Source: an optimization exercise on an open RTL-to-GDS flow (aim: small area and a short achievable clock period). Production flows keep margins and buffers that such runs may drop.
No functional check of the RTL was part of any run shown here.
Power and IR drop assume default switching activity.

File: design/flow/config.mk
export PLATFORM = sky130hd
export DESIGN_NAME = data_mem_sized
export DESIGN_NICKNAME = data_mem_sized
export VERILOG_FILES = /design/flow/design.v
export SDC_FILE = /design/flow/constraint.sdc
export NUM_CORES = 4
export LEC_CHECK = 0
export CAP_MARGIN = 20
export CORE_MARGIN = 2
export CORE_UTILIZATION = 40
export CTS_CLUSTER_DIAMETER = 100
export CTS_CLUSTER_SIZE = 25
export PLACE_DENSITY = 0.5
export SETUP_SLACK_MARGIN = 5
export SLEW_MARGIN = 20
export SYNTH_HIERARCHICAL = 1
export TNS_END_PERCENT = 100
File: design/flow/constraint.sdc
create_clock -name core_clock -period 8.0 [get_ports {clk}]
set_input_delay 1.6000 -clock core_clock [delete_from_list [all_inputs] [get_ports {clk}]]
set_output_delay 1.6000 -clock core_clock [all_outputs]
set_load 0.01 [all_outputs]
File: design/flow/design.v
`default_nettype none
module dm_a22o (
  input  logic a1, a2, b1, b2,
  output logic x
);
  assign x = (a1 & a2) | (b1 & b2);
endmodule
module dm_rd8 (
  input  logic [7:0] s,
  input  logic [7:0] d,
  output logic       y
);
  logic [3:0] t;
  for (genvar i = 0; i < 4; i++) begin : g_t
    assign t[i] = ~((s[2*i] & d[2*i]) | (s[2*i+1] & d[2*i+1]));
  end
  assign y = ~&t;
endmodule
module dm_nand4 (
  input  logic a, b, c, d,
  output logic y
);
  assign y = ~(a & b & c & d);
endmodule
module dm_sign_n (
  input  logic [3:0] sel,
  input  logic [3:0] b7,
  output logic       s_n
);
  assign s_n = ~|(sel & b7);
endmodule
module dm_nand3 (
  input  logic a, b, c,
  output logic y
);
  assign y = ~(a & b & c);
endmodule
module dm_nand2 (
  input  logic a, b,
  output logic y
);
  assign y = ~(a & b);
endmodule
module dm_nor2 (
  input  logic a, b,
  output logic y
);
  assign y = ~(a | b);
endmodule
module data_mem_sized #(
  parameter int DEPTH     = 64,
  parameter int ADDR_W    = 8,
  parameter int LATENCY   = 1,
  parameter int INIT_MODE = 1
) (
  input  logic              clk,
  input  logic              rst,
  input  logic              req_valid,
  output logic              req_ready,
  input  logic              req_we,
  input  logic [1:0]        req_size,
  input  logic              req_unsigned,
  input  logic [ADDR_W-1:0] req_addr,
  input  logic [31:0]       req_wdata,
  output logic              resp_valid,
  output logic [31:0]       resp_rdata,
  output logic              resp_err,
  output logic              init_busy
);
  logic [2047:0] mem_q;    
  logic [2047:0] mem_d;
  logic        busy_q;
  logic        ready_q;
  logic [5:0]  cnt_q;
  logic        resp_valid_q;
  logic        resp_err_q;
  logic        req_err;
  logic        accept;
  logic        st;
  logic [31:0] rd_word;
  logic [31:0] load_data;
  logic [3:0]  lane_mask;
  logic [31:0] lane_data;
  assign accept = req_valid && !busy_q && !rst;
  always_comb begin
    case (req_size)
      2'b00:   req_err = 1'b0;
      2'b01:   req_err = req_addr[0];
      2'b10:   req_err = |req_addr[1:0];
      default: req_err = 1'b1;
    endcase
  end
  logic [7:0]  pre_lo, pre_hi;
  logic [63:0] rowsel;
  always_comb begin
    for (int i = 0; i < 8; i++) begin
      pre_lo[i] = (req_addr[4:2] == 3'(i));
      pre_hi[i] = (req_addr[7:5] == 3'(i));
    end
    for (int w = 0; w < 64; w++) rowsel[w] = pre_lo[w % 8] && pre_hi[w / 8];
  end
  logic       ld;           
  logic [3:0] sel0;         
  logic       sel1_lo;      
  logic       sel1_hi;      
  logic       sel1_s;       
  logic       selw;         
  logic [3:0] ssel;         
  assign ld = !req_we && !req_err;
  always_comb begin
    sel0    = 4'b0000;
    sel1_lo = 1'b0;
    sel1_hi = 1'b0;
    sel1_s  = 1'b0;
    selw    = 1'b0;
    ssel    = 4'b0000;
    case (req_size)
      2'b00: begin
        sel0   = 4'b0001 << req_addr[1:0];
        sel1_s = 1'b1;
        ssel   = req_unsigned ? 4'b0000 : (4'b0001 << req_addr[1:0]);
      end
      2'b01: begin
        sel0    = req_addr[1] ? 4'b0100 : 4'b0001;
        sel1_lo = !req_addr[1];
        sel1_hi = req_addr[1];
        ssel    = req_unsigned ? 4'b0000 : (req_addr[1] ? 4'b1000 : 4'b0010);
      end
      default: begin
        sel0    = 4'b0001;
        sel1_lo = 1'b1;
        selw    = 1'b1;
      end
    endcase
    if (!ld) begin
      sel0    = 4'b0000;
      sel1_lo = 1'b0;
      sel1_hi = 1'b0;
      sel1_s  = 1'b0;
      selw    = 1'b0;
    end
  end
  for (genvar j = 0; j < 32; j++) begin : g_rcol
    logic [7:0]  t2;
    logic [3:0]  t3;
    for (genvar g = 0; g < 8; g++) begin : g_l2
      logic [7:0] dcol;
      for (genvar i = 0; i < 8; i++) begin : g_d
        assign dcol[i] = mem_q[32*(8*g+i)+j];
      end
      dm_rd8 u_g (.s(rowsel[8*g +: 8]), .d(dcol), .y(t2[g]));
    end
    for (genvar g = 0; g < 4; g++) begin : g_l3
      dm_nor2 u_g (.a(t2[2*g]), .b(t2[2*g+1]), .y(t3[g]));
    end
    dm_nand4 u_l4 (.a(t3[0]), .b(t3[1]), .c(t3[2]), .d(t3[3]), .y(rd_word[j]));
  end
  logic [2:0] sgn_n;
  for (genvar c = 0; c < 3; c++) begin : g_sgn
    dm_sign_n u_sgn (
      .sel(ssel & {4{c == 0 ? sel1_s : ld}}),
      .b7({rd_word[31], rd_word[23], rd_word[15], rd_word[7]}),
      .s_n(sgn_n[c])
    );
  end
  logic [31:0] rdw_q;
  logic [2:0]  sgn_n_q;
  logic [3:0]  sel0_q;
  logic        sel1_lo_q, sel1_hi_q, selw_q;
  always_ff @(posedge clk) begin
    rdw_q     <= rd_word;
    sgn_n_q   <= sgn_n;
    sel0_q    <= sel0;
    sel1_lo_q <= sel1_lo;
    sel1_hi_q <= sel1_hi;
    selw_q    <= selw;
  end
  for (genvar k = 0; k < 8; k++) begin : g_out
    logic [3:0] p0;
    logic [1:0] p1;
    logic [1:0] p2;
    for (genvar l = 0; l < 4; l++) begin : g_p0
      dm_nand2 u_p (.a(sel0_q[l]), .b(rdw_q[8*l+k]), .y(p0[l]));
    end
    dm_nand4 u_o0 (.a(p0[0]), .b(p0[1]), .c(p0[2]), .d(p0[3]), .y(load_data[k]));
    dm_nand2 u_p1a (.a(sel1_lo_q), .b(rdw_q[8+k]),  .y(p1[0]));
    dm_nand2 u_p1b (.a(sel1_hi_q), .b(rdw_q[24+k]), .y(p1[1]));
    dm_nand3 u_o1 (.a(p1[0]), .b(p1[1]), .c(sgn_n_q[0]), .y(load_data[8+k]));
    dm_nand2 u_p2a (.a(selw_q), .b(rdw_q[16+k]), .y(p2[0]));
    dm_nand2 u_p2b (.a(selw_q), .b(rdw_q[24+k]), .y(p2[1]));
    dm_nand2 u_o2 (.a(p2[0]), .b(sgn_n_q[1]), .y(load_data[16+k]));
    dm_nand2 u_o3 (.a(p2[1]), .b(sgn_n_q[2]), .y(load_data[24+k]));
  end
  assign st = accept && req_we && !req_err;
  always_comb begin
    case (req_size)
      2'b00: begin
        lane_mask = 4'b0001 << req_addr[1:0];
        lane_data = {4{req_wdata[7:0]}};
      end
      2'b01: begin
        lane_mask = req_addr[1] ? 4'b1100 : 4'b0011;
        lane_data = {2{req_wdata[15:0]}};
      end
      default: begin
        lane_mask = 4'b1111;
        lane_data = req_wdata;
      end
    endcase
  end
  logic [3:0]  lane_en;
  logic [31:0] wd0, wd1;
  assign lane_en = st ? lane_mask : 4'h0;
  assign wd0 = busy_q ? 32'h0 : lane_data;
  assign wd1 = busy_q ? 32'h1F : lane_data;
  logic [7:0]  wpre_lo, wpre_hi;
  logic [63:0] wrow, wrow_n;
  logic [3:0]  wlane, wlane_n;
  always_comb begin
    for (int i = 0; i < 8; i++) begin
      wpre_lo[i] = busy_q || pre_lo[i];
      wpre_hi[i] = busy_q || pre_hi[i];
    end
    for (int w = 0; w < 64; w++) begin
      wrow[w]   = wpre_lo[w % 8] && wpre_hi[w / 8];
      wrow_n[w] = !(wpre_lo[w % 8] && wpre_hi[w / 8]);
    end
    wlane   = lane_en | {4{busy_q}};
    wlane_n = ~(lane_en | {4{busy_q}});
  end
  for (genvar w = 0; w < 64; w++) begin : g_word
    for (genvar b = 0; b < 4; b++) begin : g_lane
      logic wen, hold;
      dm_nor2  u_wen  (.a(wrow_n[w]), .b(wlane_n[b]), .y(wen));
      dm_nand2 u_hold (.a(wrow[w]),   .b(wlane[b]),   .y(hold));
      for (genvar j = 0; j < 8; j++) begin : g_bit
        localparam int K = 8*b + j;
        dm_a22o u_nxt (
          .a1(wen),  .a2((((w % 32) >> K) & 1) != 0 ? wd1[K] : wd0[K]),
          .b1(hold), .b2(mem_q[32*w+K]),
          .x(mem_d[32*w+K])
        );
      end
    end
  end
  always_ff @(posedge clk) begin
    mem_q <= mem_d;
  end
  always_ff @(posedge clk) begin
    if (rst) begin
      busy_q  <= 1'b1;
      ready_q <= 1'b0;
      cnt_q   <= 6'd0;
    end else if (busy_q) begin
      cnt_q <= cnt_q + 6'd1;
      if (cnt_q == 6'd63) begin
        busy_q  <= 1'b0;
        ready_q <= 1'b1;
      end
    end
  end
  always_ff @(posedge clk) begin
    resp_valid_q <= accept;
    resp_err_q   <= req_err;
  end
  assign req_ready  = ready_q;
  assign init_busy  = busy_q;
  assign resp_valid = resp_valid_q;
  assign resp_rdata = load_data;
  assign resp_err   = resp_err_q;
endmodule
`default_nettype wire
File: design/flow/run.sh
#!/bin/bash
# synth_recipe.tcl (not shown) runs the flow's synth.tcl, then flattens the netlist and writes it again
# the make line also repeats each setting of config.mk as NAME=value (left out here)
make -C /OpenROAD-flow-scripts/flow DESIGN_CONFIG=/design/flow/config.mk WORK_HOME=/design/flow/orfs CLKGATE_MAP_FILE= SYNTH_SCRIPT=/design/flow/synth_recipe.tcl finish
==> qor.json, run 1 <==
{
  "floorplan": {
    "floorplan.core_area_mm2": 0.1858,
    "height_of_the_die_um": 436.8,
    "dieArea_mm2": 0.1908,
    "top_level_ports": 83,
    "floorplan.initialDensity": 0.4032,
    "fp.dieW_um": 436.8,
    "placementRows": 158
  },
  "yosys": {
    "synth_flop_cell": "sky130_fd_sc_hd__dfxtp_1",
    "synthesis.area_per_instance_um2": 11.35,
    "post_synth_main_area_contributors": "sky130_fd_sc_hd__dfxtp_1, sky130_fd_sc_hd__a22o_1, sky130_fd_sc_hd__a22oi_1",
    "synth_nets": 6649,
    "syn_inst": 6601,
    "number_of_synthesized_register_bits": 2100,
    "yosys.area.top_type_share": 0.5611,
    "ys_async_sr_fraction": 0,
    "netlist_area_mm2": 0.07492,
    "ys.warnings.count": 7,
    "synth_seq_area_share": 0.5611,
    "synth_edf_count": 0,
    "synth_top_area_cell": "sky130_fd_sc_hd__dfxtp_1",
    "post_synth_num_cell_types": 40
  },
  "timing": {
    "crit_path_time_final_ps": 3797,
    "fmax_mhz": 263.3,
    "report.final.slew_viol_count": 0,
    "final_setup_violating_endpoints": 0,
    "timing.slew.headroom": 0.1902,
    "final-hold-violation-count": 0,
    "rsz0062_at_grt": "yes",
    "post-route-period-util": 0.4747,
    "finalClockSkew_ps": 50.69,
    "finalSetupTns_ps": 0,
    "worst_margin_pin_slew_ps": 1213
  },
  "final_layout": {
    "final_stage_net_count": 7321,
    "multi_input_comb_area_mm2": 0.03660,
    "area.sequential_mm2": 0.04209,
    "drive_above_1_share": 0.1988,
    "area_growth_pct": 21.68,
    "utilization": 0.4906,
    "final.fill_count": 16940,
    "fin_cells": 9780,
    "final_design_area_no_fill_mm2": 0.09117
  },
  "critical_path": {
    "reg2regPathDepth": 5,
    "start_kind": "register",
    "worstSetupEndpointType": "output port",
    "startpoint_to_endpoint_class_of_the_critical_path": "register to output port",
    "worstPathMaxFanout": 8,
    "cp.arrival_ps": 2200,
    "r2r_start": "busy_q",
    "worst_ep_required_time_ps": 6400,
    "worst_r2r_endpoint": "mem_q[581]",
    "worst_case_register_to_register_setup_slack_ps": 5180
  },
  "clock_tree": {
    "htree_levels": 3,
    "tritoncts": "built",
    "cts_inserted_buffers": 95,
    "ctsLongestPathBuffers": 3,
    "root_buffer": "sky130_fd_sc_hd__clkbuf_16",
    "clk_pin_slew_worst_paths_ps": 110,
    "cts-hold-fix-buffers": 0,
    "clkSinkCount": 2100,
    "insertion_delay_ps": 810
  },
  "placed_design": {
    "numPortBuffers": 82,
    "routabilityCongestion": 0.9394,
    "dpl-instance-area_mm2": 0.08016,
    "dp.cells": 9212,
    "place.detailed.hpwl_um": 207600
  },
  "hold_path": {
    "whs_path_depth": 2,
    "min_delay_worst_endpoint": "ready_q",
    "hold_start": "ready_q",
    "min_path_type": "register to register"
  },
  "global_routing": {
    "antenna_violations_before_repair": 16,
    "globalRouteOverflowTotal": 0,
    "grt_first_pass_wirelength_um": 479500,
    "grt_start_max_net_pins": 127,
    "first_global_vias": 62370,
    "grt_usage": 0.3433
  },
  "route": {
    "drt-total-wl_um": 344600,
    "detail_route.wl_per_cell_um": 35.23,
    "route.antenna.remaining_nets": 0,
    "detailedRoute.firstPassIterationCount": 6,
    "via_count": 66330,
    "viasPerCell": 6.782,
    "drc": 0,
    "drt-initial-drc-count": 8108
  },
  "power_and_ir_drop": {
    "p_leak_uw": 0.03506,
    "vdd_drop_max_mv": 0.1694,
    "pwr_density_cell_mw_per_mm2": 183.2,
    "power.total_uw": 16710
  },
  "run": {
    "cap_violations": 0
  },
  "outcome": {
    "status": "complete, no violations"
  }
}
==> per-module statistics from Yosys, one instance, submodules excluded, a selection <==
module | cell area (µm²) | cells inside | copies in the design | flops+latches
data_mem_sized | 44630 | 2499 | 1 | 2100
dm_a22o | 8.758 | 1 | 2048 | 0
dm_nand4 | 6.256 | 1 | 40 | 0
dm_nor2 | 3.754 | 1 | 384 | 0
dm_sign_n | 23.77 | 2 | 3 | 0
dm_nand3 | 5.005 | 1 | 8 | 0
==> through the flow <==
step,hold WS (ps),setup slack [ps]
5_1_grt,491.1,4216
6_report,472.5,4203
3_3_place_gp,449.9,2251
4_1_cts,474.7,4354
2_1_floorplan,439.7,3519
3_5_place_dp,452.8,2293
==> how the worst max path moves through the flow <==
stage / end / from / depth (start not counted) / slack [ps]
after CTS: resp_rdata[7] / sel0_q[2] / 3 / 4350
final: resp_rdata[7] / sel0_q[0] / 4 / 4200
after floorplan: mem_q[1021] / req_size[0] / 6 / 3520
after global routing: resp_rdata[0] / sel0_q[3] / 3 / 4220
after detailed placement: sgn_n_q[2] / req_addr[3] / 9 / 2290
after global placement: sgn_n_q[2] / req_addr[3] / 9 / 2250
==> flip-flops by register name (all words and copies together) (netlist names) <==
register / count
sel0_q: 4
selw_q: 1
ready_q: 1
busy_q: 1
sel1_hi_q: 1
cnt_q: 6
sel1_lo_q: 1
resp_err_q: 1
sgn_n_q: 3
resp_valid_q: 1
mem_q: 2048
rdw_q: 32
==> worst max-delay path, stage by stage, from the launching register on <==
cell	delay (ps)
sky130_fd_sc_hd__dfxtp_4	400
sky130_fd_sc_hd__buf_4	150
sky130_fd_sc_hd__nand2_1	50
sky130_fd_sc_hd__nand4_1	450
sky130_fd_sc_hd__buf_2	340
==> Yosys cell counts (all sizes together) (4+ instances only) <==
cell	instances
a21o	4
a21oi	13
a22o	2051
a22oi	1024
buf	30
clkbuf	15
dfxtp	2100
mux2	8
mux2i	18
nand2	358
nand3	10
nand3b	6
nand4	298
nor2	543
nor2b	10
nor3	4
nor3b	4
or2	71
or3b	6
==> cells by family after synthesis <==
group | Yosys count | share of synthesized area
xor+xnor | 6 | 0.0007015
buf+inv | 46 | 0.003841
simple gates | 1322 | 0.08595
mux | 26 | 0.003607
compound gates | 3100 | 0.3446
fa+ha+maj | 1 | 0.0001670
flops | 2100 | 0.5611
==> cell type report <==
cell class              count  share of cell area
clock inverters            10            0.001647
well taps                2480             0.03404
inverters                   1           0.0001784
multi-input cells        4508              0.4015
diodes                      8           0.0002196
clock buffers             106             0.02790
repair buffers            567             0.07289
flip-flops and latches   2100              0.4616
==> repair_timing <==
item / 4_1_cts / 5_1_grt
gates resized for setup: 898 / 316
pin swaps: 160 / 156
cloned: 68 / 7
endpoints found under the setup margin: 2119 / 1606
buffers inserted: 283 / 86
endpoints found under the hold margin: 0 / 0
==> power breakdown <==
group / total [µW] / internal [µW] / switching (µW)
sequential: 10500 / 10500 / 5.92
combinational: 361 / 142 / 219
clock: 5890 / 2380 / 3510
total: 16700 / 13000 / 3740
==> metal layers <==
| layer | track usage | vias to the layer above | routed length [µm] |
|---|---|---|---|
| li1 | - | 28350 | - |
| met1 | 0.4615 | 33530 | 143500 |
| met2 | 0.5133 | 3650 | 148900 |
| met3 | 0.06404 | 790 | 27990 |
| met4 | 0.2021 | 12 | 24120 |
| met5 | 0 | - | 115 |
==> placed cells by master, fill, tap and decap left out, types with 5 or more instances in the layout <==
| master | Yosys | final |
|---|---|---|
| sky130_fd_sc_hd__a21o_4 | 0 | 8 |
| sky130_fd_sc_hd__a21oi_4 | 0 | 12 |
| sky130_fd_sc_hd__a22o_1 | 2051 | 2051 |
| sky130_fd_sc_hd__a22oi_1 | 1024 | 945 |
| sky130_fd_sc_hd__a22oi_2 | 0 | 79 |
| sky130_fd_sc_hd__buf_12 | 0 | 106 |
| sky130_fd_sc_hd__buf_16 | 0 | 13 |
| sky130_fd_sc_hd__buf_2 | 11 | 16 |
| sky130_fd_sc_hd__buf_4 | 3 | 286 |
| sky130_fd_sc_hd__buf_6 | 12 | 84 |
| sky130_fd_sc_hd__buf_8 | 0 | 9 |
| sky130_fd_sc_hd__bufbuf_16 | 0 | 10 |
| sky130_fd_sc_hd__clkbuf_16 | 0 | 106 |
| sky130_fd_sc_hd__clkdlybuf4s50_1 | 0 | 33 |
| sky130_fd_sc_hd__dfxtp_1 | 2100 | 2084 |
| sky130_fd_sc_hd__dfxtp_2 | 0 | 5 |
| sky130_fd_sc_hd__dfxtp_4 | 0 | 11 |
| sky130_fd_sc_hd__diode_2 | 0 | 8 |
| sky130_fd_sc_hd__inv_6 | 0 | 5 |
| sky130_fd_sc_hd__mux2_2 | 8 | 8 |
| sky130_fd_sc_hd__mux2i_1 | 18 | 13 |
| sky130_fd_sc_hd__nand2_1 | 358 | 225 |
| sky130_fd_sc_hd__nand2_2 | 0 | 83 |
| sky130_fd_sc_hd__nand2_4 | 0 | 32 |
| sky130_fd_sc_hd__nand2_8 | 0 | 18 |
| sky130_fd_sc_hd__nand3_4 | 0 | 10 |
| sky130_fd_sc_hd__nand3b_4 | 0 | 6 |
| sky130_fd_sc_hd__nand4_1 | 298 | 298 |
| sky130_fd_sc_hd__nor2_1 | 494 | 128 |
| sky130_fd_sc_hd__nor2_2 | 0 | 215 |
| sky130_fd_sc_hd__nor2_4 | 49 | 244 |
| sky130_fd_sc_hd__nor2b_4 | 0 | 10 |
| sky130_fd_sc_hd__or2_1 | 54 | 35 |
| sky130_fd_sc_hd__or2_2 | 17 | 16 |
| sky130_fd_sc_hd__or2_4 | 0 | 20 |
| sky130_fd_sc_hd__or3b_4 | 0 | 6 |
==> run 2, diff against run 1 <==
--- a/design/flow/design.v
+++ b/design/flow/design.v
@@ -24,8 +24,20 @@
 endmodule
-module dm_sign_n (
+module dm_sign (
   input  logic [3:0] sel,
   input  logic [3:0] b7,
-  output logic       s_n
-);
-  assign s_n = ~|(sel & b7);
+  output logic       s
+);
+  assign s = |(sel & b7);
+endmodule
+module dm_nand4en (
+  input  logic a, b, c, d, en,
+  output logic y
+);
+  assign y = en & ~(a & b & c & d);
+endmodule
+module dm_nand2 (
+  input  logic a, b,
+  output logic y
+);
+  assign y = ~(a & b);
 endmodule
@@ -36,8 +48,2 @@
   assign y = ~(a & b & c);
-endmodule
-module dm_nand2 (
-  input  logic a, b,
-  output logic y
-);
-  assign y = ~(a & b);
 endmodule
@@ -142,3 +148,12 @@
   end
-  for (genvar j = 0; j < 32; j++) begin : g_rcol
+  logic [63:0] sgn_w;
+  for (genvar w = 0; w < 64; w++) begin : g_sgnw
+    dm_sign u_sgn (
+      .sel(ssel),
+      .b7({mem_q[32*w+31], mem_q[32*w+23], mem_q[32*w+15], mem_q[32*w+7]}),
+      .s(sgn_w[w])
+    );
+  end
+  logic [2:0] sgn;
+  for (genvar j = 0; j < 33; j++) begin : g_rcol
     logic [7:0]  t2;
@@ -148,3 +163,3 @@
       for (genvar i = 0; i < 8; i++) begin : g_d
-        assign dcol[i] = mem_q[32*(8*g+i)+j];
+        assign dcol[i] = (j < 32) ? mem_q[32*(8*g+i)+(j % 32)] : sgn_w[8*g+i];
       end
@@ -155,11 +170,10 @@
     end
-    dm_nand4 u_l4 (.a(t3[0]), .b(t3[1]), .c(t3[2]), .d(t3[3]), .y(rd_word[j]));
-  end
-  logic [2:0] sgn_n;
-  for (genvar c = 0; c < 3; c++) begin : g_sgn
-    dm_sign_n u_sgn (
-      .sel(ssel & {4{c == 0 ? sel1_s : ld}}),
-      .b7({rd_word[31], rd_word[23], rd_word[15], rd_word[7]}),
-      .s_n(sgn_n[c])
-    );
+    if (j < 32) begin : g_data
+      dm_nand4 u_l4 (.a(t3[0]), .b(t3[1]), .c(t3[2]), .d(t3[3]), .y(rd_word[j]));
+    end else begin : g_sign
+      for (genvar c = 0; c < 3; c++) begin : g_c
+        dm_nand4en u_l4 (.a(t3[0]), .b(t3[1]), .c(t3[2]), .d(t3[3]),
+                         .en(c == 0 ? sel1_s : ld), .y(sgn[c]));
+      end
+    end
   end
@@ -171,3 +185,3 @@
     rdw_q     <= rd_word;
-    sgn_n_q   <= sgn_n;
+    sgn_n_q   <= ~sgn;
     sel0_q    <= sel0;
==> qor.json, run 2 <==
{
  "final_layout": {
    "final.fill_count": {"value": 17190, "change": "was 16940"},
    "fin_cells": {"value": 9948, "change": "was 9780"},
    "drive_above_1_share": {"value": 0.1989, "change": "was 0.1988"},
    "mostFrequentLayoutCells": {"value": "sky130_fd_sc_hd__dfxtp_1, sky130_fd_sc_hd__a22o_1, sky130_fd_sc_hd__a22oi_1", "change": "unchanged"},
    "largest_reg_flops": {"value": 2048, "change": "unchanged"},
    "largest-register": {"value": "mem_q", "change": "unchanged"},
    "top_regs": {"value": "mem_q x2048, rdw_q x32, cnt_q x6", "change": "unchanged"},
    "area_growth": {"value": 21.16, "unit": "%", "change": "was 21.68%"},
    "final_stage_net_count": {"value": 7452, "change": "was 7321"},
    "layout_commonest_cell": {"value": "sky130_fd_sc_hd__dfxtp_1", "change": "unchanged"},
    "utilization": {"value": 0.4858, "change": "was 0.4906"}
  },
  "power_and_ir_drop": {
    "pwr_density_cell": {"value": 182.1, "unit": "mW/mm²", "change": "was 183.2 mW/mm²"},
    "p_leak": {"value": 0.03553, "unit": "µW", "change": "was 0.03506 µW"},
    "power.total": {"value": 16770, "unit": "µW", "change": "was 16710 µW"},
    "vdd_drop_max": {"value": 0.1669, "unit": "mV", "change": "was 0.1694 mV"}
  },
  "timing": {
    "fmax": {"value": 243.5, "unit": "MHz", "change": "was 263.3 MHz"},
    "rsz0062_at_grt": {"value": "yes", "change": "unchanged"},
    "final_setup_violating_endpoints": {"value": 0, "change": "unchanged"},
    "finalClockSkew": {"value": 37.36, "unit": "ps", "change": "was 50.69 ps"},
    "post-route-period-util": {"value": 0.5133, "change": "was 0.4747"},
    "crit_path_time_final": {"value": 4106, "unit": "ps", "change": "was 3797 ps"},
    "timing.slew.headroom": {"value": 0.2195, "change": "was 0.1902"},
    "timing.final.ws_setup": {"value": 3894, "unit": "ps", "change": "was 4203 ps"},
    "final-hold-violation-count": {"value": 0, "change": "unchanged"},
    "finalSetupTns": {"value": 0, "unit": "ps", "change": "unchanged"},
    "report.final.slew_viol_count": {"value": 0, "change": "unchanged"},
    "worst_margin_pin_slew": {"value": 1171, "unit": "ps", "change": "was 1213 ps"}
  },
  "yosys": {
    "synthesis.area_per_instance": {"value": 11.11, "unit": "µm²", "change": "was 11.35 µm²"},
    "syn_inst": {"value": 6839, "change": "was 6601"},
    "post_synth_num_cell_types": {"value": 46, "change": "was 40"},
    "yosys.area.top_type_share": {"value": 0.5531, "change": "was 0.5611"},
    "synth.top_cells.by_count": {"value": "sky130_fd_sc_hd__dfxtp_1, sky130_fd_sc_hd__a22o_1, sky130_fd_sc_hd__a22oi_1", "change": "unchanged"},
    "synth-adder-area-share": {"value": 0.0001646, "change": "was 0.0001670"},
    "muxShareOfSynthArea": {"value": 0.003424, "change": "was 0.003607"},
    "synth_flop_cell": {"value": "sky130_fd_sc_hd__dfxtp_1", "change": "unchanged"},
    "synth_compound_area_frac": {"value": 0.3609, "change": "was 0.3446"},
    "synth_nets": {"value": 6887, "change": "was 6649"},
    "synth_simple_gate_area_share": {"value": 0.07460, "change": "was 0.08595"},
    "synth_edf_count": {"value": 0, "change": "unchanged"},
    "combinational_family_with_the_most_area_after_synthesis": {"value": "compound AO/OA/AOI/OAI gates", "change": "unchanged"},
    "synth-xor-area-share": {"value": 0.0006913, "change": "was 0.0007014"},
    "number_of_synthesized_register_bits": {"value": 2100, "change": "unchanged"},
    "post_synth_main_area_contributors": {"value": "sky130_fd_sc_hd__dfxtp_1, sky130_fd_sc_hd__a22o_1, sky130_fd_sc_hd__a22oi_1", "change": "unchanged"},
    "netlist_area": {"value": 0.07601, "unit": "mm²", "change": "was 0.07492 mm²"},
    "post-synth-top-count-cell": {"value": "sky130_fd_sc_hd__dfxtp_1", "change": "unchanged"},
    "ys.warnings.count": {"value": 7, "change": "unchanged"},
    "synth_seq_area_share": {"value": 0.5531, "change": "was 0.5611"},
    "synth_top_area_cell": {"value": "sky130_fd_sc_hd__dfxtp_1", "change": "unchanged"},
    "ys_async_sr_fraction": {"value": 0, "change": "unchanged"}
  },
  "clock_tree": {
    "insertion_delay": {"value": 820, "unit": "ps", "change": "was 810 ps"},
    "root_buffer": {"value": "sky130_fd_sc_hd__clkbuf_16", "change": "unchanged"},
    "cts_inserted_buffers": {"value": 96, "change": "was 95"},
    "ctsLongestPathBuffers": {"value": 3, "change": "unchanged"},
    "cts-hold-fix-buffers": {"value": 0, "change": "unchanged"},
    "clk_pin_slew_worst_paths": {"value": 100, "unit": "ps", "change": "was 110 ps"},
    "clkSinkCount": {"value": 2100, "change": "unchanged"},
    "tritoncts": {"value": "built", "change": "unchanged"},
    "htree_levels": {"value": 3, "change": "unchanged"}
  },
  "global_routing": {
    "globalRouteOverflowTotal": {"value": 0, "change": "unchanged"},
    "first_global_vias": {"value": 63540, "change": "was 62370"},
    "grt_first_pass_wirelength": {"value": 479500, "unit": "µm", "change": "about the same"},
    "grt_usage": {"value": 0.3380, "change": "was 0.3433"},
    "grt_start_max_net_pins": {"value": 65, "change": "was 127"},
    "antenna_violations_before_repair": {"value": 16, "change": "unchanged"}
  },
  "route": {
    "drt-total-wl": {"value": 346600, "unit": "µm", "change": "was 344600 µm"},
    "detailedRoute.firstPassIterationCount": {"value": 8, "change": "was 6"},
    "route.antenna.remaining_nets": {"value": 0, "change": "unchanged"},
    "viasPerCell": {"value": 6.768, "change": "was 6.782"},
    "drt-initial-drc-count": {"value": 7942, "change": "was 8108"},
    "via_count": {"value": 67320, "change": "was 66330"},
    "detail_route.wl_per_cell": {"value": 34.84, "unit": "µm", "change": "was 35.23 µm"},
    "drc": {"value": 0, "change": "unchanged"}
  },
  "floorplan": {
    "height_of_the_die": {"value": 439.9, "unit": "µm", "change": "was 436.8 µm"},
    "top_level_ports": {"value": 83, "change": "unchanged"},
    "dieArea": {"value": 0.1935, "unit": "mm²", "change": "was 0.1908 mm²"},
    "fp.dieW": {"value": 439.9, "unit": "µm", "change": "was 436.8 µm"},
    "floorplan.core_area": {"value": 0.1896, "unit": "mm²", "change": "was 0.1858 mm²"},
    "floorplan.initialDensity": {"value": 0.4010, "change": "was 0.4032"},
    "placementRows": {"value": 160, "change": "was 158"}
  },
  "placed_design": {
    "routabilityCongestion": {"value": 0.9234, "change": "was 0.9394"},
    "dp.cells": {"value": 9558, "change": "was 9212"},
    "place.detailed.hpwl": {"value": 219300, "unit": "µm", "change": "was 207600 µm"},
    "numPortBuffers": {"value": 82, "change": "unchanged"},
    "dp_worst_setup_slack": {"value": 2267, "unit": "ps", "change": "was 2293 ps"}
  },
  "critical_path": {
    "startpoint_to_endpoint_class_of_the_critical_path": {"value": "register to output port", "change": "unchanged"},
    "worstSetupEndpointType": {"value": "output port", "change": "unchanged"},
    "start_kind": {"value": "register", "change": "unchanged"},
    "worst_ep_required_time": {"value": 6400, "unit": "ps", "change": "about the same"},
    "cp.arrival": {"value": 2510, "unit": "ps", "change": "was 2200 ps"},
    "worstPathMaxFanout": {"value": 3, "change": "was 8"},
    "reg2regPathDepth": {"value": 7, "change": "was 5"}
  },
  "run": {
    "cap_violations": {"value": 0, "change": "unchanged"}
  },
  "hold_path": {
    "whs_path_depth": {"value": 1, "change": "was 2"},
    "min_path_type": {"value": "register to register", "change": "unchanged"}
  },
  "outcome": {
    "status": {"value": "complete, no violations", "change": "unchanged"}
  }
}
[run 2: cell count changes in the layout (fill, tap and decap cells not counted), sizes merged, moves of 4 or more]
cell	change
nand2	+62
buf	-76
o21ai	+68
or2	-65
a22oi	+160
nand4	+8
clkinvlp	+9
inv	+67
clkbuf	+17
nor2	-106
a41oi	+4
a21o	-8
[run 2: stage by stage]
step	cell area [µm²]	hold slack, ps
2_1_floorplan	76230	439.9
3_3_place_gp	81600	451.8
3_5_place_dp	81670	452.8
4_1_cts	89310	481.3
5_1_grt	92090	488.9
6_report	92100	477.2
[run 2: worst paths after layout]
kind                                       to         from  slack (ps)
worst max register to register     mem_q[406]       busy_q        5080
worst min register to register    mem_q[2011]  mem_q[2011]         480
worst min-delay path              mem_q[2011]  mem_q[2011]         480
worst max-delay path            resp_rdata[0]    sel0_q[0]        3890
[run 2: final cells by class]
class / count / area (µm²) / share of cell area
well taps: 2511 / 3142 / 0.03411
diodes: 7 / 17.52 / 0.0001902
multi-input cells: 4627 / 37390 / 0.4059
flip-flops and latches: 2100 / 42110 / 0.4572
clock buffers: 109 / 2597 / 0.02820
repair buffers: 506 / 6401 / 0.06950
inverters: 73 / 290.3 / 0.003152
clock inverters: 15 / 158.9 / 0.001725
[run 2: cell families (layout without fill, tap and decap cells)]
logic type      Yosys count  count (layout)
flops                  2100            2100
simple gates           1262            1266
compound gates         3326            3329
other cells               0               7
buf+inv                 119             703
xor+xnor                  6               6
fa+ha+maj                 1               1
mux                      25              25
[run 2: what timing repair did]
action / 4_1_cts / 5_1_grt
gates cloned: 30 / 19
resized for setup: 1016 / 488
endpoints found under the setup margin: 2122 / 1556
setup buffers: 136 / 73
pin swaps: 132 / 135
[run 2: per-layer routing]
metal | GRT usage | wire length (µm)
met5 | 0 | 108
met4 | 0.1779 | 21120
met3 | 0.06134 | 28110
met2 | 0.5182 | 153500
met1 | 0.4527 | 143800
[run 2: power by group]
| group | internal [µW] | switching, µW | total (µW) | leakage (µW) |
|---|---|---|---|---|
| clock network | 2390 | 3550 | 5940 | 0.00134 |
| registers | 10400 | 7.15 | 10500 | 0.0169 |
| logic | 140 | 233 | 373 | 0.0173 |
[run 2: modules after synthesis, one instance, submodules excluded]
| module | cell area, µm² | copies in the design | flip-flops and latches |
|---|---|---|---|
| dm_rd8 | 36.28 | 264 | 0 |
| dm_nand2 | 3.754 | 336 | 0 |
| dm_nand3 | 5.005 | 8 | 0 |
| dm_nand4 | 6.256 | 40 | 0 |
| dm_a22o | 8.758 | 2048 | 0 |
| dm_nor2 | 3.754 | 388 | 0 |
| data_mem_sized | 44230 | 1 | 2100 |
| dm_sign | 18.77 | 64 | 0 |
| dm_nand4en | 20.02 | 3 | 0 |
[run 2: worst max-delay path: stages, from the launching register on]
cell and delay, ps:
sky130_fd_sc_hd__dfxtp_4 380, sky130_fd_sc_hd__nand2_4 90, sky130_fd_sc_hd__nand4_1 780, sky130_fd_sc_hd__buf_2 430
==> run 3, diff against run 2 <==
--- a/design/flow/design.v
+++ b/design/flow/design.v
@@ -98,10 +98,25 @@
   end
+  logic [7:0]  req_addr_n;
+  logic [7:0]  pre_lo_n, pre_hi_n;
   logic [7:0]  pre_lo, pre_hi;
   logic [63:0] rowsel;
-  always_comb begin
-    for (int i = 0; i < 8; i++) begin
-      pre_lo[i] = (req_addr[4:2] == 3'(i));
-      pre_hi[i] = (req_addr[7:5] == 3'(i));
-    end
-    for (int w = 0; w < 64; w++) rowsel[w] = pre_lo[w % 8] && pre_hi[w / 8];
+  assign req_addr_n = ~req_addr;
+  for (genvar i = 0; i < 8; i++) begin : g_pre
+    dm_nand3 u_lo (
+      .a(i[0] ? req_addr[2] : req_addr_n[2]),
+      .b(i[1] ? req_addr[3] : req_addr_n[3]),
+      .c(i[2] ? req_addr[4] : req_addr_n[4]),
+      .y(pre_lo_n[i])
+    );
+    dm_nand3 u_hi (
+      .a(i[0] ? req_addr[5] : req_addr_n[5]),
+      .b(i[1] ? req_addr[6] : req_addr_n[6]),
+      .c(i[2] ? req_addr[7] : req_addr_n[7]),
+      .y(pre_hi_n[i])
+    );
+  end
+  assign pre_lo = ~pre_lo_n;
+  assign pre_hi = ~pre_hi_n;
+  for (genvar w = 0; w < 64; w++) begin : g_row
+    dm_nor2 u_row (.a(pre_lo_n[w % 8]), .b(pre_hi_n[w / 8]), .y(rowsel[w]));
   end
@@ -180,3 +195,4 @@
   logic [31:0] rdw_q;
-  logic [2:0]  sgn_n_q;
+  logic [2:1]  sgn_q;
+  logic        sgn0_n_q;
   logic [3:0]  sel0_q;
@@ -185,3 +201,4 @@
     rdw_q     <= rd_word;
-    sgn_n_q   <= ~sgn;
+    sgn_q     <= sgn[2:1];
+    sgn0_n_q  <= ~sgn[0];
     sel0_q    <= sel0;
@@ -191,17 +208,18 @@
   end
-  for (genvar k = 0; k < 8; k++) begin : g_out
-    logic [3:0] p0;
+  logic [7:0]  ld_b0, ld_b1;
+  logic [15:0] ld_hi;
+  always_comb begin
+    for (int k = 0; k < 8; k++) begin
+      ld_b0[k]   = (sel0_q[0] & rdw_q[k])      | (sel0_q[1] & rdw_q[8+k])
+                 | (sel0_q[2] & rdw_q[16+k])   | (sel0_q[3] & rdw_q[24+k]);
+      ld_hi[k]   = (selw_q & rdw_q[16+k]) | sgn_q[1];
+      ld_hi[8+k] = (selw_q & rdw_q[24+k]) | sgn_q[2];
+    end
+  end
+  assign load_data = {ld_hi, ld_b1, ld_b0};
+  for (genvar k = 0; k < 8; k++) begin : g_out1
     logic [1:0] p1;
-    logic [1:0] p2;
-    for (genvar l = 0; l < 4; l++) begin : g_p0
-      dm_nand2 u_p (.a(sel0_q[l]), .b(rdw_q[8*l+k]), .y(p0[l]));
-    end
-    dm_nand4 u_o0 (.a(p0[0]), .b(p0[1]), .c(p0[2]), .d(p0[3]), .y(load_data[k]));
     dm_nand2 u_p1a (.a(sel1_lo_q), .b(rdw_q[8+k]),  .y(p1[0]));
     dm_nand2 u_p1b (.a(sel1_hi_q), .b(rdw_q[24+k]), .y(p1[1]));
-    dm_nand3 u_o1 (.a(p1[0]), .b(p1[1]), .c(sgn_n_q[0]), .y(load_data[8+k]));
-    dm_nand2 u_p2a (.a(selw_q), .b(rdw_q[16+k]), .y(p2[0]));
-    dm_nand2 u_p2b (.a(selw_q), .b(rdw_q[24+k]), .y(p2[1]));
-    dm_nand2 u_o2 (.a(p2[0]), .b(sgn_n_q[1]), .y(load_data[16+k]));
-    dm_nand2 u_o3 (.a(p2[1]), .b(sgn_n_q[2]), .y(load_data[24+k]));
+    dm_nand3 u_o1 (.a(p1[0]), .b(p1[1]), .c(sgn0_n_q), .y(ld_b1[k]));
   end
--- a/design/flow/config.mk
+++ b/design/flow/config.mk
@@ -9,6 +9,6 @@
 export CORE_MARGIN = 2
-export CORE_UTILIZATION = 40
+export CORE_UTILIZATION = 47
 export CTS_CLUSTER_DIAMETER = 100
 export CTS_CLUSTER_SIZE = 25
-export PLACE_DENSITY = 0.5
+export PLACE_DENSITY = 0.57
 export SETUP_SLACK_MARGIN = 5
==> qor.json, run 3 <==
{
  "critical_path": {
    "worst_ep_required_time": {"value": 6400, "unit": "ps", "change": "about the same"},
    "critPathBufInv": {"value": 2, "change": "was 1"},
    "crit_family": {"value": "flip-flops", "change": "was simple AND/OR/NAND/NOR gates"},
    "startpoint_to_endpoint_class_of_the_critical_path": {"value": "register to output port", "change": "unchanged"},
    "worst_path_max_delay_cell": {"value": "sky130_fd_sc_hd__dfxtp_4", "change": "was sky130_fd_sc_hd__nand4_1"},
    "timing.critical_path.slowest_cell_delay": {"value": 410, "unit": "ps", "change": "was 780 ps"},
    "cp.arrival": {"value": 1860, "unit": "ps", "change": "was 2510 ps"},
    "r2r_start": {"value": "busy_q", "change": "unchanged"},
    "worstPathMaxFanout": {"value": 2, "change": "was 3"},
    "worstSetupEndpointType": {"value": "output port", "change": "unchanged"},
    "start_kind": {"value": "register", "change": "unchanged"},
    "reg2regPathDepth": {"value": 6, "change": "was 7"},
    "worst_case_register_to_register_setup_slack": {"value": 5040, "unit": "ps", "change": "was 5080 ps"},
    "worst_r2r_endpoint": {"value": "mem_q[945]", "change": "was mem_q[406]"},
    "crit_path_cell_trace": {"value": "buf_12 > a22oi_2 > nand2_4 > buf_6", "change": "was nand2_4 > nand4_1 > buf_2"}
  },
  "final_layout": {
    "top_regs": {"value": "mem_q x2048, rdw_q x32, cnt_q x6", "change": "unchanged"},
    "final_stage_net_count": {"value": 7496, "change": "was 7452"},
    "mostFrequentLayoutCells": {"value": "sky130_fd_sc_hd__dfxtp_1, sky130_fd_sc_hd__a22o_1, sky130_fd_sc_hd__a22oi_1", "change": "unchanged"},
    "largest_reg_flops": {"value": 2048, "change": "unchanged"},
    "area_growth": {"value": 20.72, "unit": "%", "change": "was 21.16%"},
    "drive_above_1_share": {"value": 0.1931, "change": "was 0.1989"},
    "layout_commonest_cell": {"value": "sky130_fd_sc_hd__dfxtp_1", "change": "unchanged"},
    "largest-register": {"value": "mem_q", "change": "unchanged"}
  },
  "global_routing": {
    "globalRouteOverflowTotal": {"value": 0, "change": "unchanged"},
    "antenna_violations_before_repair": {"value": 20, "change": "was 16"},
    "first_global_vias": {"value": 64570, "change": "was 63540"},
    "grt_start_max_net_pins": {"value": 65, "change": "unchanged"},
    "grt_first_pass_wirelength": {"value": 487000, "unit": "µm", "change": "was 479500 µm"},
    "grt_usage": {"value": 0.4060, "change": "was 0.3380"}
  },
  "placed_design": {
    "routabilityCongestion": {"value": 1.020, "change": "was 0.9234"},
    "place.detailed.hpwl": {"value": 217700, "unit": "µm", "change": "was 219300 µm"},
    "numPortBuffers": {"value": 82, "change": "unchanged"}
  },
  "yosys": {
    "synth_flop_cell": {"value": "sky130_fd_sc_hd__dfxtp_1", "change": "unchanged"},
    "synth_nets": {"value": 6924, "change": "was 6887"},
    "synth_seq_area_share": {"value": 0.5527, "change": "was 0.5531"},
    "synthesis.area_per_instance": {"value": 11.06, "unit": "µm²", "change": "was 11.11 µm²"},
    "ys.warnings.count": {"value": 7, "change": "unchanged"},
    "netlist_area": {"value": 0.07606, "unit": "mm²", "change": "was 0.07601 mm²"},
    "ys_async_sr_fraction": {"value": 0, "change": "unchanged"},
    "post_synth_num_cell_types": {"value": 43, "change": "was 46"},
    "post_synth_main_area_contributors": {"value": "sky130_fd_sc_hd__dfxtp_1, sky130_fd_sc_hd__a22o_1, sky130_fd_sc_hd__a22oi_1", "change": "unchanged"},
    "number_of_synthesized_register_bits": {"value": 2100, "change": "unchanged"},
    "synth_top_area_cell": {"value": "sky130_fd_sc_hd__dfxtp_1", "change": "unchanged"},
    "syn_inst": {"value": 6876, "change": "was 6839"},
    "post-synth-top-count-cell": {"value": "sky130_fd_sc_hd__dfxtp_1", "change": "unchanged"},
    "yosys.area.top_type_share": {"value": 0.5527, "change": "was 0.5531"},
    "synth_edf_count": {"value": 0, "change": "unchanged"},
    "synth.top_cells.by_count": {"value": "sky130_fd_sc_hd__dfxtp_1, sky130_fd_sc_hd__a22o_1, sky130_fd_sc_hd__a22oi_1", "change": "unchanged"}
  },
  "floorplan": {
    "placementRows": {"value": 147, "change": "was 160"},
    "height_of_the_die": {"value": 406.3, "unit": "µm", "change": "was 439.9 µm"},
    "floorplan.initialDensity": {"value": 0.4737, "change": "was 0.4010"},
    "dieArea": {"value": 0.1651, "unit": "mm²", "change": "was 0.1935 mm²"},
    "top_level_ports": {"value": 83, "change": "unchanged"},
    "floorplan.core_area": {"value": 0.1606, "unit": "mm²", "change": "was 0.1896 mm²"},
    "fp.dieW": {"value": 406.3, "unit": "µm", "change": "was 439.9 µm"}
  },
  "run": {
    "cap_violations": {"value": 0, "change": "unchanged"}
  },
  "hold_path": {
    "hold_start": {"value": "mem_q[974]", "change": "was mem_q[2011]"},
    "min_path_type": {"value": "register to register", "change": "unchanged"},
    "whs_path_depth": {"value": 1, "change": "unchanged"},
    "min_delay_worst_endpoint": {"value": "mem_q[974]", "change": "was mem_q[2011]"}
  },
  "power_and_ir_drop": {
    "vdd_drop_max": {"value": 0.1620, "unit": "mV", "change": "was 0.1669 mV"},
    "p_leak": {"value": 0.03492, "unit": "µW", "change": "was 0.03553 µW"},
    "power.total": {"value": 16430, "unit": "µW", "change": "was 16770 µW"},
    "pwr_density_cell": {"value": 178.9, "unit": "mW/mm²", "change": "was 182.1 mW/mm²"}
  },
  "timing": {
    "finalSetupTns": {"value": 0, "unit": "ps", "change": "unchanged"},
    "timing.slew.headroom": {"value": 0.2327, "change": "was 0.2195"},
    "fmax": {"value": 288.7, "unit": "MHz", "change": "was 243.5 MHz"},
    "worst_margin_pin_slew": {"value": 1151, "unit": "ps", "change": "was 1171 ps"},
    "report.final.slew_viol_count": {"value": 0, "change": "unchanged"},
    "final-hold-violation-count": {"value": 0, "change": "unchanged"},
    "crit_path_time_final": {"value": 3464, "unit": "ps", "change": "was 4106 ps"},
    "post-route-period-util": {"value": 0.4330, "change": "was 0.5133"},
    "rsz0062_at_grt": {"value": "yes", "change": "unchanged"},
    "final_setup_violating_endpoints": {"value": 0, "change": "unchanged"},
    "finalClockSkew": {"value": 34.72, "unit": "ps", "change": "was 37.36 ps"}
  },
  "route": {
    "detailedRoute.firstPassIterationCount": {"value": 9, "change": "was 8"},
    "drt-total-wl": {"value": 359000, "unit": "µm", "change": "was 346600 µm"},
    "viasPerCell": {"value": 7.314, "change": "was 6.768"},
    "route.antenna.remaining_nets": {"value": 0, "change": "unchanged"},
    "via_count": {"value": 70380, "change": "was 67320"},
    "drc": {"value": 0, "change": "unchanged"},
    "drt-initial-drc-count": {"value": 11090, "change": "was 7942"},
    "detail_route.wl_per_cell": {"value": 37.32, "unit": "µm", "change": "was 34.84 µm"}
  },
  "outcome": {
    "status": {"value": "complete, no violations", "change": "unchanged"}
  },
  "clock_tree": {
    "root_buffer": {"value": "sky130_fd_sc_hd__clkbuf_16", "change": "unchanged"},
    "clkSinkCount": {"value": 2100, "change": "unchanged"},
    "ctsLongestPathBuffers": {"value": 3, "change": "unchanged"},
    "tritoncts": {"value": "built", "change": "unchanged"},
    "cts_inserted_buffers": {"value": 93, "change": "was 96"},
    "insertion_delay": {"value": 770, "unit": "ps", "change": "was 820 ps"},
    "clk_pin_slew_worst_paths": {"value": 100, "unit": "ps", "change": "about the same"},
    "htree_levels": {"value": 3, "change": "unchanged"}
  }
}
-- run 3: cell count changes after synthesis, moves of 16 or more --
cell                      previous run  this run
sky130_fd_sc_hd__a21o_1              1        18
sky130_fd_sc_hd__a22oi_1          1184      1200
sky130_fd_sc_hd__nand2_1           420       363
sky130_fd_sc_hd__nor2_1            478       607
sky130_fd_sc_hd__o21ai_0            29         2
sky130_fd_sc_hd__o21ai_1            28         0
-- run 3: per-layer routing --
metal	part of all wire	track usage
met5	0.0012	0.009813
met4	0.066	0.2200
met3	0.14	0.1426
met2	0.40	0.5511
met1	0.40	0.5569
-- run 3: layout make-up --
cell class	count	area, µm²
diodes	8	20.02
clock buffers	97	2406
clock inverters	4	42.54
fillers	13620	68750
inverters	77	317.8
multi-input cells	4673	37480
flip-flops and latches	2100	42150
well taps	2160	2703
repair buffers	503	6694
-- run 3: kinds of logic (layout without fill, tap and decap cells) --
group / after synthesis / after routing / share of synthesized area
flip-flops: 2100 / 2100 / 0.5527
other: 0 / 8 / 0
AND/OR/NAND/NOR: 1327 / 1337 / 0.07738
AO/OA/AOI/OAI: 3292 / 3303 / 0.3586
XOR/XNOR: 6 / 6 / 0.0006909
buffers and inverters: 124 / 681 / 0.006827
multiplexers: 26 / 26 / 0.003570
adder cells (fa/ha/maj): 1 / 1 / 0.0001645
-- run 3: repair_timing --
item	CTS	global route
gates cloned	37	27
setup endpoints to repair	2119	1710
gates resized for setup	911	515
hold buffers	0	0
pin swaps	141	149
setup buffers	139	93
-- run 3: worst max-delay path by stage --
stage               slack, ps  cells after the start        start             to
floorplan                3330                     11  req_size[1]       sgn0_n_q
global placement         2150                      9  req_addr[6]      rdw_q[28]
detailed placement       2260                      9  req_addr[6]      rdw_q[26]
CTS                      4550                      4    rdw_q[28]  resp_rdata[4]
global route             4540                      4    rdw_q[28]  resp_rdata[4]
finish                   4540                      4    rdw_q[28]  resp_rdata[4]
-- run 3: per-module statistics from Yosys (local to each module, per instance), a selection --
module / cells inside / flip-flops and latches / cell area [µm²]
dm_a22o: 1 / 0 / 8.758
dm_nand3: 1 / 0 / 5.005
dm_nand4en: 2 / 0 / 20.02
dm_sign: 3 / 0 / 18.77
dm_rd8: 5 / 0 / 36.28
dm_nor2: 1 / 0 / 3.754
dm_nand4: 1 / 0 / 6.256
data_mem_sized: 2530 / 2100 / 44240
-- run 3: power breakdown --
part / total [µW] / internal, µW / switching [µW]
logic: 396 / 145 / 251
registers: 10500 / 10400 / 11.8
clock network: 5570 / 2160 / 3410
total: 16400 / 12800 / 3670
-- run 3: metrics by stage --
stage	utilization	setup slack (ps)	cells	instance area [µm²]	hold slack, ps
floorplan	-	3328	6876	76470	439.9
global placement	0.5054	2152	9215	81150	451.3
detailed placement	0.5057	2262	9217	81200	453.1
CTS	0.5512	4552	9494	88510	481.7
global route	0.5717	4545	9615	91800	488.5
finish	0.5718	4536	9622	91810	477.6
==> run 4, diff against run 3 <==
--- a/design/flow/design.v
+++ b/design/flow/design.v
@@ -18,8 +18,2 @@
 endmodule
-module dm_nand4 (
-  input  logic a, b, c, d,
-  output logic y
-);
-  assign y = ~(a & b & c & d);
-endmodule
 module dm_sign (
@@ -31,8 +25,2 @@
 endmodule
-module dm_nand4en (
-  input  logic a, b, c, d, en,
-  output logic y
-);
-  assign y = en & ~(a & b & c & d);
-endmodule
 module dm_nand2 (
@@ -42,8 +30,2 @@
   assign y = ~(a & b);
-endmodule
-module dm_nand3 (
-  input  logic a, b, c,
-  output logic y
-);
-  assign y = ~(a & b & c);
 endmodule
@@ -98,25 +80,8 @@
   end
-  logic [7:0]  req_addr_n;
-  logic [7:0]  pre_lo_n, pre_hi_n;
   logic [7:0]  pre_lo, pre_hi;
-  logic [63:0] rowsel;
-  assign req_addr_n = ~req_addr;
-  for (genvar i = 0; i < 8; i++) begin : g_pre
-    dm_nand3 u_lo (
-      .a(i[0] ? req_addr[2] : req_addr_n[2]),
-      .b(i[1] ? req_addr[3] : req_addr_n[3]),
-      .c(i[2] ? req_addr[4] : req_addr_n[4]),
-      .y(pre_lo_n[i])
-    );
-    dm_nand3 u_hi (
-      .a(i[0] ? req_addr[5] : req_addr_n[5]),
-      .b(i[1] ? req_addr[6] : req_addr_n[6]),
-      .c(i[2] ? req_addr[7] : req_addr_n[7]),
-      .y(pre_hi_n[i])
-    );
-  end
-  assign pre_lo = ~pre_lo_n;
-  assign pre_hi = ~pre_hi_n;
-  for (genvar w = 0; w < 64; w++) begin : g_row
-    dm_nor2 u_row (.a(pre_lo_n[w % 8]), .b(pre_hi_n[w / 8]), .y(rowsel[w]));
+  always_comb begin
+    for (int i = 0; i < 8; i++) begin
+      pre_lo[i] = (req_addr[4:2] == 3'(i));
+      pre_hi[i] = (req_addr[7:5] == 3'(i));
+    end
   end
@@ -171,2 +136,5 @@
   end
+  logic [7:0] pre_hi_s0, pre_hi_s;
+  assign pre_hi_s0 = pre_hi & {8{sel1_s}};
+  assign pre_hi_s  = pre_hi & {8{ld}};
   logic [2:0] sgn;
@@ -174,3 +142,2 @@
     logic [7:0]  t2;
-    logic [3:0]  t3;
     for (genvar g = 0; g < 8; g++) begin : g_l2
@@ -180,13 +147,9 @@
       end
-      dm_rd8 u_g (.s(rowsel[8*g +: 8]), .d(dcol), .y(t2[g]));
-    end
-    for (genvar g = 0; g < 4; g++) begin : g_l3
-      dm_nor2 u_g (.a(t2[2*g]), .b(t2[2*g+1]), .y(t3[g]));
+      dm_rd8 u_g (.s(pre_lo), .d(dcol), .y(t2[g]));
     end
     if (j < 32) begin : g_data
-      dm_nand4 u_l4 (.a(t3[0]), .b(t3[1]), .c(t3[2]), .d(t3[3]), .y(rd_word[j]));
+      dm_rd8 u_l3 (.s(pre_hi), .d(t2), .y(rd_word[j]));
     end else begin : g_sign
       for (genvar c = 0; c < 3; c++) begin : g_c
-        dm_nand4en u_l4 (.a(t3[0]), .b(t3[1]), .c(t3[2]), .d(t3[3]),
-                         .en(c == 0 ? sel1_s : ld), .y(sgn[c]));
+        dm_rd8 u_l3 (.s(c == 0 ? pre_hi_s0 : pre_hi_s), .d(t2), .y(sgn[c]));
       end
@@ -195,4 +158,3 @@
   logic [31:0] rdw_q;
-  logic [2:1]  sgn_q;
-  logic        sgn0_n_q;
+  logic [2:0]  sgn_q;
   logic [3:0]  sel0_q;
@@ -201,4 +163,3 @@
     rdw_q     <= rd_word;
-    sgn_q     <= sgn[2:1];
-    sgn0_n_q  <= ~sgn[0];
+    sgn_q     <= sgn;
     sel0_q    <= sel0;
@@ -208,18 +169,10 @@
   end
-  logic [7:0]  ld_b0, ld_b1;
-  logic [15:0] ld_hi;
   always_comb begin
     for (int k = 0; k < 8; k++) begin
-      ld_b0[k]   = (sel0_q[0] & rdw_q[k])      | (sel0_q[1] & rdw_q[8+k])
-                 | (sel0_q[2] & rdw_q[16+k])   | (sel0_q[3] & rdw_q[24+k]);
-      ld_hi[k]   = (selw_q & rdw_q[16+k]) | sgn_q[1];
-      ld_hi[8+k] = (selw_q & rdw_q[24+k]) | sgn_q[2];
-    end
-  end
-  assign load_data = {ld_hi, ld_b1, ld_b0};
-  for (genvar k = 0; k < 8; k++) begin : g_out1
-    logic [1:0] p1;
-    dm_nand2 u_p1a (.a(sel1_lo_q), .b(rdw_q[8+k]),  .y(p1[0]));
-    dm_nand2 u_p1b (.a(sel1_hi_q), .b(rdw_q[24+k]), .y(p1[1]));
-    dm_nand3 u_o1 (.a(p1[0]), .b(p1[1]), .c(sgn0_n_q), .y(ld_b1[k]));
+      load_data[k]    = (sel0_q[0] & rdw_q[k])      | (sel0_q[1] & rdw_q[8+k])
+                      | (sel0_q[2] & rdw_q[16+k])   | (sel0_q[3] & rdw_q[24+k]);
+      load_data[8+k]  = (sel1_lo_q & rdw_q[8+k]) | (sel1_hi_q & rdw_q[24+k]) | sgn_q[0];
+      load_data[16+k] = (selw_q & rdw_q[16+k]) | sgn_q[1];
+      load_data[24+k] = (selw_q & rdw_q[24+k]) | sgn_q[2];
+    end
   end
==> qor.json, run 4 <==
{
  "yosys": {
    "ys_async_sr_fraction": {"value": 0, "change": "unchanged"},
    "netlist_area": {"value": 0.07639, "unit": "mm²", "change": "was 0.07606 mm²"},
    "synth_flop_cell": {"value": "sky130_fd_sc_hd__dfxtp_1", "change": "unchanged"},
    "synth_edf_count": {"value": 0, "change": "unchanged"},
    "ys.warnings.count": {"value": 7, "change": "unchanged"},
    "number_of_synthesized_register_bits": {"value": 2100, "change": "unchanged"},
    "synth_nets": {"value": 6847, "change": "was 6924"},
    "post-synth-top-count-cell": {"value": "sky130_fd_sc_hd__dfxtp_1", "change": "unchanged"},
    "yosys.area.top_type_share": {"value": 0.5504, "change": "was 0.5527"},
    "post_synth_num_cell_types": {"value": 52, "change": "was 43"},
    "synth_seq_area_share": {"value": 0.5504, "change": "was 0.5527"},
    "synthesis.area_per_instance": {"value": 11.23, "unit": "µm²", "change": "was 11.06 µm²"},
    "synth_top_area_cell": {"value": "sky130_fd_sc_hd__dfxtp_1", "change": "unchanged"},
    "syn_inst": {"value": 6799, "change": "was 6876"},
    "synth.top_cells.by_count": {"value": "sky130_fd_sc_hd__dfxtp_1, sky130_fd_sc_hd__a22o_1, sky130_fd_sc_hd__a22oi_1", "change": "unchanged"},
    "post_synth_main_area_contributors": {"value": "sky130_fd_sc_hd__dfxtp_1, sky130_fd_sc_hd__a22o_1, sky130_fd_sc_hd__a22oi_1", "change": "unchanged"}
  },
  "hold_path": {
    "whs_path_depth": {"value": 1, "change": "unchanged"},
    "min_delay_worst_endpoint": {"value": "mem_q[115]", "change": "was mem_q[974]"},
    "min_path_type": {"value": "register to register", "change": "unchanged"},
    "hold_start": {"value": "mem_q[115]", "change": "was mem_q[974]"}
  },
  "floorplan": {
    "dieArea": {"value": 0.1658, "unit": "mm²", "change": "was 0.1651 mm²"},
    "top_level_ports": {"value": 83, "change": "unchanged"},
    "fp.dieW": {"value": 407.1, "unit": "µm", "change": "was 406.3 µm"},
    "placementRows": {"value": 147, "change": "unchanged"},
    "floorplan.initialDensity": {"value": 0.4746, "change": "was 0.4737"},
    "height_of_the_die": {"value": 407.1, "unit": "µm", "change": "was 406.3 µm"},
    "floorplan.core_area": {"value": 0.1609, "unit": "mm²", "change": "was 0.1606 mm²"}
  },
  "timing": {
    "fin_worst_hold_slack": {"value": 478.0, "unit": "ps", "change": "was 477.6 ps"},
    "final-hold-violation-count": {"value": 0, "change": "unchanged"},
    "crit_path_time_final": {"value": 3629, "unit": "ps", "change": "was 3464 ps"},
    "final_setup_violating_endpoints": {"value": 0, "change": "unchanged"},
    "finalClockSkew": {"value": 26.31, "unit": "ps", "change": "was 34.72 ps"},
    "fmax": {"value": 275.5, "unit": "MHz", "change": "was 288.7 MHz"},
    "rsz0062_at_grt": {"value": "yes", "change": "unchanged"},
    "post-route-period-util": {"value": 0.4537, "change": "was 0.4330"},
    "worst_margin_pin_slew": {"value": 1298, "unit": "ps", "change": "was 1151 ps"},
    "timing.slew.headroom": {"value": 0.1345, "change": "was 0.2327"},
    "report.final.slew_viol_count": {"value": 0, "change": "unchanged"}
  },
  "global_routing": {
    "grt_usage": {"value": 0.4006, "change": "was 0.4060"},
    "first_global_vias": {"value": 64030, "change": "was 64570"},
    "antenna_violations_before_repair": {"value": 14, "change": "was 20"},
    "grt_first_pass_wirelength": {"value": 489900, "unit": "µm", "change": "was 487000 µm"},
    "globalRouteOverflowTotal": {"value": 0, "change": "unchanged"},
    "grt_start_max_net_pins": {"value": 80, "change": "was 65"}
  },
  "route": {
    "drc": {"value": 0, "change": "unchanged"},
    "via_count": {"value": 71350, "change": "was 70380"},
    "route.antenna.remaining_nets": {"value": 0, "change": "unchanged"},
    "drt-initial-drc-count": {"value": 11330, "change": "was 11090"},
    "drt-total-wl": {"value": 362200, "unit": "µm", "change": "was 359000 µm"},
    "viasPerCell": {"value": 7.526, "change": "was 7.314"},
    "detailedRoute.firstPassIterationCount": {"value": 10, "change": "was 9"},
    "detail_route.wl_per_cell": {"value": 38.20, "unit": "µm", "change": "was 37.32 µm"}
  },
  "final_layout": {
    "mostFrequentLayoutCells": {"value": "sky130_fd_sc_hd__dfxtp_1, sky130_fd_sc_hd__a22o_1, sky130_fd_sc_hd__a22oi_1", "change": "unchanged"},
    "top_regs": {"value": "mem_q x2048, rdw_q x32, cnt_q x6", "change": "unchanged"},
    "fin_cells": {"value": 9481, "change": "was 9622"},
    "largest_reg_flops": {"value": 2048, "change": "unchanged"},
    "final_stage_net_count": {"value": 7357, "change": "was 7496"},
    "drive_above_1_share": {"value": 0.1975, "change": "was 0.1931"},
    "largest-register": {"value": "mem_q", "change": "unchanged"},
    "utilization": {"value": 0.5766, "change": "was 0.5718"},
    "area_growth": {"value": 21.48, "unit": "%", "change": "was 20.72%"},
    "layout_commonest_cell": {"value": "sky130_fd_sc_hd__dfxtp_1", "change": "unchanged"}
  },
  "power_and_ir_drop": {
    "p_leak": {"value": 0.03541, "unit": "µW", "change": "was 0.03492 µW"},
    "vdd_drop_max": {"value": 0.1956, "unit": "mV", "change": "was 0.1620 mV"},
    "pwr_density_cell": {"value": 180.5, "unit": "mW/mm²", "change": "was 178.9 mW/mm²"},
    "power.total": {"value": 16750, "unit": "µW", "change": "was 16430 µW"}
  },
  "clock_tree": {
    "root_buffer": {"value": "sky130_fd_sc_hd__clkbuf_16", "change": "unchanged"},
    "cts_inserted_buffers": {"value": 94, "change": "was 93"},
    "htree_levels": {"value": 3, "change": "unchanged"},
    "insertion_delay": {"value": 770, "unit": "ps", "change": "about the same"},
    "clkSinkCount": {"value": 2100, "change": "unchanged"},
    "clk_pin_slew_worst_paths": {"value": 100, "unit": "ps", "change": "about the same"},
    "ctsLongestPathBuffers": {"value": 3, "change": "unchanged"},
    "cts-hold-fix-buffers": {"value": 0, "change": "unchanged"},
    "tritoncts": {"value": "built", "change": "unchanged"}
  },
  "critical_path": {
    "worst_case_register_to_register_setup_slack": {"value": 5060, "unit": "ps", "change": "was 5040 ps"},
    "crit_path_cell_trace": {"value": "a22oi_2 > nand2_1 > buf_2", "change": "was buf_12 > a22oi_2 > nand2_4 > buf_6"},
    "cp.arrival": {"value": 2030, "unit": "ps", "change": "was 1860 ps"},
    "worstSetupEndpointType": {"value": "output port", "change": "unchanged"},
    "startpoint_to_endpoint_class_of_the_critical_path": {"value": "register to output port", "change": "unchanged"},
    "worst_path_max_delay_cell": {"value": "sky130_fd_sc_hd__a22oi_2", "change": "was sky130_fd_sc_hd__dfxtp_4"},
    "worstPathMaxFanout": {"value": 1, "change": "was 2"},
    "worst_ep_required_time": {"value": 6400, "unit": "ps", "change": "about the same"},
    "worst_r2r_endpoint": {"value": "mem_q[1097]", "change": "was mem_q[945]"},
    "reg2regPathDepth": {"value": 11, "change": "was 6"},
    "start_kind": {"value": "register", "change": "unchanged"},
    "crit_family": {"value": "compound AO/OA/AOI/OAI gates", "change": "was flip-flops"},
    "r2r_start": {"value": "busy_q", "change": "unchanged"},
    "timing.critical_path.slowest_cell_delay": {"value": 530, "unit": "ps", "change": "was 410 ps"},
    "critPathBufInv": {"value": 1, "change": "was 2"}
  },
  "placed_design": {
    "place.detailed.hpwl": {"value": 215700, "unit": "µm", "change": "was 217700 µm"},
    "routabilityCongestion": {"value": 1.049, "change": "was 1.020"},
    "dp.cells": {"value": 9099, "change": "was 9217"},
    "numPortBuffers": {"value": 82, "change": "unchanged"}
  },
  "run": {
    "cap_violations": {"value": 0, "change": "unchanged"}
  },
  "outcome": {
    "status": {"value": "complete, no violations", "change": "unchanged"}
  }
}
run 4: cell count changes in the layout (fill, tap and decap cells not counted), moves of 63 or more:
cell,before,now
sky130_fd_sc_hd__a22oi_1,1048,1151
sky130_fd_sc_hd__inv_1,68,5
sky130_fd_sc_hd__nand2_2,152,246
sky130_fd_sc_hd__nor2_1,204,28
sky130_fd_sc_hd__nor2_2,263,74
sky130_fd_sc_hd__nor2_4,149,269
run 4: kinds of logic (layout without fill, tap and decap cells):
| group | count (synthesis) | after routing | synth area share |
|---|---|---|---|
| xor+xnor | 5 | 5 | 0.0005733 |
| other cells | 0 | 5 | 0 |
| flops | 2100 | 2100 | 0.5504 |
| buf+inv | 62 | 568 | 0.003882 |
| mux | 17 | 17 | 0.002359 |
| compound gates | 3447 | 3454 | 0.3719 |
| fa+ha+maj | 1 | 1 | 0.0001638 |
| simple gates | 1167 | 1171 | 0.07073 |
run 4: worst max path at each step:
stage	to	slack, ps	depth (start not counted)	from
finish	resp_rdata[2]	4370	3	rdw_q[2]
global route	resp_rdata[1]	4400	3	rdw_q[1]
CTS	resp_rdata[4]	4470	3	sel0_q[0]
detailed placement	mem_q[114]	2280	8	req_size[1]
global placement	mem_q[1021]	2320	8	req_size[1]
floorplan	mem_q[10]	-320	5	req_addr[4]
run 4: area by class of cell:
class	count	area, µm²
diodes	5	12.51
clock inverters	7	105.1
well taps	2160	2703
fillers	13510	68140
multi-input cells	4648	38640
inverters	12	95.09
repair buffers	453	6734
clock buffers	96	2381
flip-flops and latches	2100	42120
run 4: per-stage QoR:
| step | cell area, µm² | TNS (ps) | worst slack [ps] |
|---|---|---|---|
| floorplan | 76480 | -217890 | -320.3 |
| global placement | 81100 | 0 | 2319 |
| global route | 92780 | 0 | 4401 |
| finish | 92790 | 0 | 4371 |
| detailed placement | 81100 | 0 | 2279 |
| CTS | 89480 | 0 | 4471 |
run 4: layer usage:
layer	part of all wire	vias up	global-route usage	wire (µm)
met1	0.41	35610	0.5785	148200
met5	0.0013	-	0.006034	468
met2	0.38	5578	0.5142	137700
li1	-	29280	-	-
met4	0.051	25	0.1619	18650
met3	0.16	857	0.1688	57220
run 4: timing repair:
action,in CTS,in global routing
resized for setup,1167,394
setup endpoints to repair,2126,2048
buffers inserted,93,102
pin swaps,125,144
hold endpoints to repair,0,0
gates cloned,47,32
run 4: modules after synthesis, one instance, submodules excluded:
| module | copies in the design | flip-flops and latches |
|---|---|---|
| dm_nor2 | 256 | 0 |
| data_mem_sized | 1 | 2100 |
| dm_nand2 | 256 | 0 |
| dm_a22o | 2048 | 0 |
| dm_sign | 64 | 0 |
| dm_rd8 | 299 | 0 |
run 4: power by group:
| part | total [µW] | internal [µW] | switching (µW) |
|---|---|---|---|
| Combinational | 650 | 198 | 452 |
| Sequential | 10500 | 10400 | 9.60 |
| Clock | 5640 | 2190 | 3450 |

separate check: timing with driven ports:
The results above use ideal ports. As a check the final layouts listed here were re-extracted and re-timed, cells and wires unchanged. Step 1: set_driving_cell puts a clkbuf_16 on clk and a buf_2 on each other input, an assumption about the parent block. Step 2 adds t to the input delays and takes it off the output delays; t is the mean of the earliest and latest rising clock arrival at the registers after step 1. Input paths then give back, and output paths get back, about the clock's delay inside the block. Slacks: no drivers / after step 1 / after step 2; pairs: no drivers / after step 1.
run	t, ns	setup slack, ns	worst setup path at the end	latest minus earliest clock arrival (ns)	worst register clock-pin slew, ns
run 1	0.879	4.203 / 4.109 / 3.742	input to register	0.052 / 0.051	0.11 / 0.11
run 2	0.877	3.894 / 3.811 / 3.799	input to register	0.056 / 0.057	0.11 / 0.11
run 3	0.845	4.536 / 4.446 / 3.887	input to register	0.041 / 0.041	0.11 / 0.11
run 4	0.847	4.371 / 4.280 / 3.965	input to register	0.029 / 0.029	0.11 / 0.11
After both steps setup and hold are still met in every run listed. For run 3, which loses most, drivers alone change the setup slack by -0.090 ns; drivers and shift together by -0.649 ns.
